This is an optimization exercise on Yosys and OpenROAD, whose aim is small area, not a production implementation. In this exercise RTL edits were held to simulation tests only and were not proved equivalent to the original. No activity file was given, so power comes from the tool's default toggle rates.

== job 326 ==
## processor_core_top
module processor_core_top (
    input  logic        clk,
    input  logic        rst_n,
    input  logic [31:0] if_instr,
    input  logic        if_instr_valid,
    input  logic        ext_wr_valid,
    input  logic [3:0]  ext_wr_addr,
    input  logic [31:0] ext_wr_data,
    output logic [31:0] result,
    output logic        result_valid,
    output logic [3:0]  flags
);
clock: 10.0 ns
lec_check: 0
cap_margin: 20
core_margin: 2
core_utilization: 40
gpl_timing_driven: 0
slew_margin: 20
synth_hierarchical: 1
synth_minimum_keep_size: 0
standard.sh (not shown) runs the stock make flow with config.mk's settings and CLKGATE_MAP_FILE= SYNTH_SCRIPT=/design/flow/synth_recipe.tcl, a recipe that flattens the netlist after the stock synthesis.
==> flow/flow/run.sh <==
#!/bin/bash
# Layout flow: the standard synthesis and ORFS steps (standard.sh), with
#  - combinational cells swapped to their smallest drive strength after
#    synthesis (the flow's repair steps upsize what timing and slew need),
#  - small port buffers,
#  - a clock tree of small buffers without dummy loads.
# Each tool's output goes to its own log in this folder.
set -euo pipefail
here=$(pwd)
res=$here/orfs/results/$FLOW_PLATFORM/processor_core_top/base
export BUFFER_PORTS_ARGS="-buffer_cell sky130_fd_sc_hd__buf_1"
export CTS_ARGS="-sink_clustering_enable -repair_clock_nets -dont_use_dummy_load -buf_list {sky130_fd_sc_hd__clkbuf_8} -sink_clustering_size 16 -sink_clustering_max_diameter 80"
bash standard.sh synth > synth.log 2>&1
SYNTH_ODB=$res/1_synth.odb DONT_USE_CELLS="" openroad -no_init -exit flow/downsize.tcl > downsize.log 2>&1
touch $res/1_synth.sdc
bash standard.sh > layout.log 2>&1
==> flow/flow/downsize.tcl <==
# Swap every combinational cell of the synthesized netlist to the smallest
# cell of the same function (same name stem, any drive strength). The flow's
# own timing and design repair then upsizes what the layout needs.
# Flip-flops, tie cells and tap/fill cells are left alone.
read_db $::env(SYNTH_ODB)
set db [ord::get_db]
set block [[$db getChip] getBlock]
set libs [$db getLibs]
array set stems {}
foreach lib $libs {
  foreach m [$lib getMasters] {
    set n [$m getName]
    if {[regexp {^(sky130_fd_sc_hd__[a-z0-9]+)_([0-9]+)$} $n -> stem drive]} {
      lappend stems($stem) [list $m $drive [expr {[$m getWidth] * [$m getHeight]}]]
    }
  }
}
set dont_use [split $::env(DONT_USE_CELLS)]
set swapped 0
set saved 0
foreach inst [$block getInsts] {
  set m [$inst getMaster]
  set n [$m getName]
  if {![regexp {^(sky130_fd_sc_hd__[a-z0-9]+)_([0-9]+)$} $n -> stem drive]} { continue }
  if {[regexp {__(df|edf|sdf|sedf|dl|conb|tap|fill|decap|clk|lpflow|probe)} $n]} { continue }
  set area [expr {[$m getWidth] * [$m getHeight]}]
  set best $m
  set bestarea $area
  set bestdrive $drive
  foreach c $stems($stem) {
    lassign $c cm cd ca
    if {[lsearch -exact $dont_use [$cm getName]] >= 0} { continue }
    if {$ca < $bestarea || ($ca == $bestarea && $cd > $bestdrive)} {
      set best $cm; set bestarea $ca; set bestdrive $cd
    }
  }
  if {$best ne $m} {
    $inst swapMaster $best
    incr swapped
    set saved [expr {$saved + $area - $bestarea}]
  }
}
puts "downsize: swapped $swapped instances, saved [expr {$saved / 1e6}] um^2"
write_db $::env(SYNTH_ODB)
Complete run, failing final checks: job 326, reason setup timing.
Edits applied to the flow inputs when going from job 326 to job 3321:
- changing CAP_MARGIN from 20 to 10
- removing GPL_TIMING_DRIVEN (formerly 0)
- changing SLEW_MARGIN from 20 to 10
diff --git a/flow/flow/run.sh b/flow/flow/run.sh
--- a/flow/flow/run.sh
+++ b/flow/flow/run.sh
@@ -11,3 +11,3 @@
 export BUFFER_PORTS_ARGS="-buffer_cell sky130_fd_sc_hd__buf_1"
-export CTS_ARGS="-sink_clustering_enable -repair_clock_nets -dont_use_dummy_load -buf_list {sky130_fd_sc_hd__clkbuf_8} -sink_clustering_size 16 -sink_clustering_max_diameter 80"
+export CTS_ARGS="-sink_clustering_enable -repair_clock_nets -dont_use_dummy_load -buf_list {sky130_fd_sc_hd__clkbuf_8} -sink_clustering_size 16 -sink_clustering_max_diameter 60"
 bash standard.sh synth > synth.log 2>&1
==> comparison <==
Job 3321 was carried through to the last stage, and its layout satisfied the timing, DRC and antenna checks. Of job 326 and job 3321, the run reporting the lower combined global-route utilization of all metal layers was job 3321. From job 326 to job 3321 the numbers moved as follows: number of tap cells inserted did not really move, average instance area after synthesis did not really move, count of fill cells added during filler insertion went up. Diff job 326 -> job 3321 | count of buffers from port buffering | increase of about 1.9%.
Changes in job 576 relative to job 3321:
- changing CAP_MARGIN from 10 to 20
- changing SLEW_MARGIN from 10 to 20
- setting PLACE_DENSITY to 0.72 for the first time
diff --git a/flow/flow/run.sh b/flow/flow/run.sh
--- a/flow/flow/run.sh
+++ b/flow/flow/run.sh
@@ -11,3 +11,3 @@
 export BUFFER_PORTS_ARGS="-buffer_cell sky130_fd_sc_hd__buf_1"
-export CTS_ARGS="-sink_clustering_enable -repair_clock_nets -dont_use_dummy_load -buf_list {sky130_fd_sc_hd__clkbuf_8} -sink_clustering_size 16 -sink_clustering_max_diameter 60"
+export CTS_ARGS="-sink_clustering_enable -repair_clock_nets -dont_use_dummy_load -buf_list {sky130_fd_sc_hd__clkbuf_8} -sink_clustering_size 16 -sink_clustering_max_diameter 80"
 bash standard.sh synth > synth.log 2>&1
Results
Going from job 3321 to job 576, sum of routed wire length over all layers has decreased; register-to-register setup slack has decreased; wire length on met3 has decreased; leakage power figure has increased; clock network power consumption has decreased. In job 576 relative to job 3321, critical-path maximum fanout had gone up by a few percent. For job 3321, the worst-path cell with the longest stage delay was sky130_fd_sc_hd__nand2_1, unlike job 576, where it was sky130_fd_sc_hd__or4_1. The final layout from job 576, which completed every stage, passed the timing, DRC and antenna checks at the end of the flow. Number of buffers created by CTS sits lower in job 576 than in job 3321. Delta (job 576 minus job 3321): final clock period utilization by the worst path has decreased; shortest clock period the worst path allows after layout has decreased; total power of the final layout has decreased; non-clock buffer total of the final layout has increased.
Here is what was changed in the inputs of job 4865 compared with job 576.
- PLACE_DENSITY no longer set, was 0.72
diff --git a/flow/flow/run.sh b/flow/flow/run.sh
--- a/flow/flow/run.sh
+++ b/flow/flow/run.sh
@@ -11,3 +11,3 @@
 export BUFFER_PORTS_ARGS="-buffer_cell sky130_fd_sc_hd__buf_1"
-export CTS_ARGS="-sink_clustering_enable -repair_clock_nets -dont_use_dummy_load -buf_list {sky130_fd_sc_hd__clkbuf_8} -sink_clustering_size 16 -sink_clustering_max_diameter 80"
+export CTS_ARGS="-sink_clustering_enable -repair_clock_nets -dont_use_dummy_load -buf_list {sky130_fd_sc_hd__clkbuf_8} -sink_clustering_size 16 -sink_clustering_max_diameter 60"
 bash standard.sh synth > synth.log 2>&1
--- outcome ---
- For job 576 and job 4865, there was not a single run that failed to finish clean.
- Going from job 576 to job 4865, clock buffer count from CTS moved up; internal power of the cells saw an increase; non-clock buffer total of the final layout went down; first-pass detailed-route iteration total went down 2.
- Relative to job 576, post-detailed-routing wire length has gone up in job 4865.
- ~same final cell utilization of the core in job 576 and job 4865
- Between job 576 and job 4865, time the worst path needs with I/O delays and setup is higher for job 576, job 4865 comes in under that.
- Delta(power, job 4865 - job 576) > 0
- Total inserted antenna cells for job 4865: 2 down relative to job 576
- Across both runs, count of clock-buffer cells in the layout was higher for job 4865 than for job 576.

-- port drivers added, routing unchanged --
No port has a modelled driver above. Below, the same layouts with a new extraction and two added sets of constraints. Step 1 sets driving cells, clkbuf_16 on the clock port and buf_2 on the other inputs (assumed; they add their load-dependent delay and slew). Step 2 adds t to the input delays and takes it off the output delays; t is the mean of the earliest and latest rising clock arrival at the registers after step 1. Input paths then give back, and output paths get back, about the clock's delay inside the block. Slacks: no drivers / after step 1 / after step 2; pairs: no drivers / after step 1.
| run | t, ns | setup WS [ns] | pins driven straight from the clock port |
|---|---|---|---|
| job 326 | 0.735 | -0.198 / -0.161 / -0.896 | 1 |
| job 3321 | 0.740 | 1.176 / 1.210 / 0.470 | 1 |
| job 576 | 0.748 | 1.232 / 1.269 / 0.521 | 1 |
| job 4865 | 0.746 | 1.311 / 1.353 / 0.607 | 1 |
The setup slack of job 576, which loses most, moves by +0.037 ns with the drivers and by -0.711 ns with both steps.
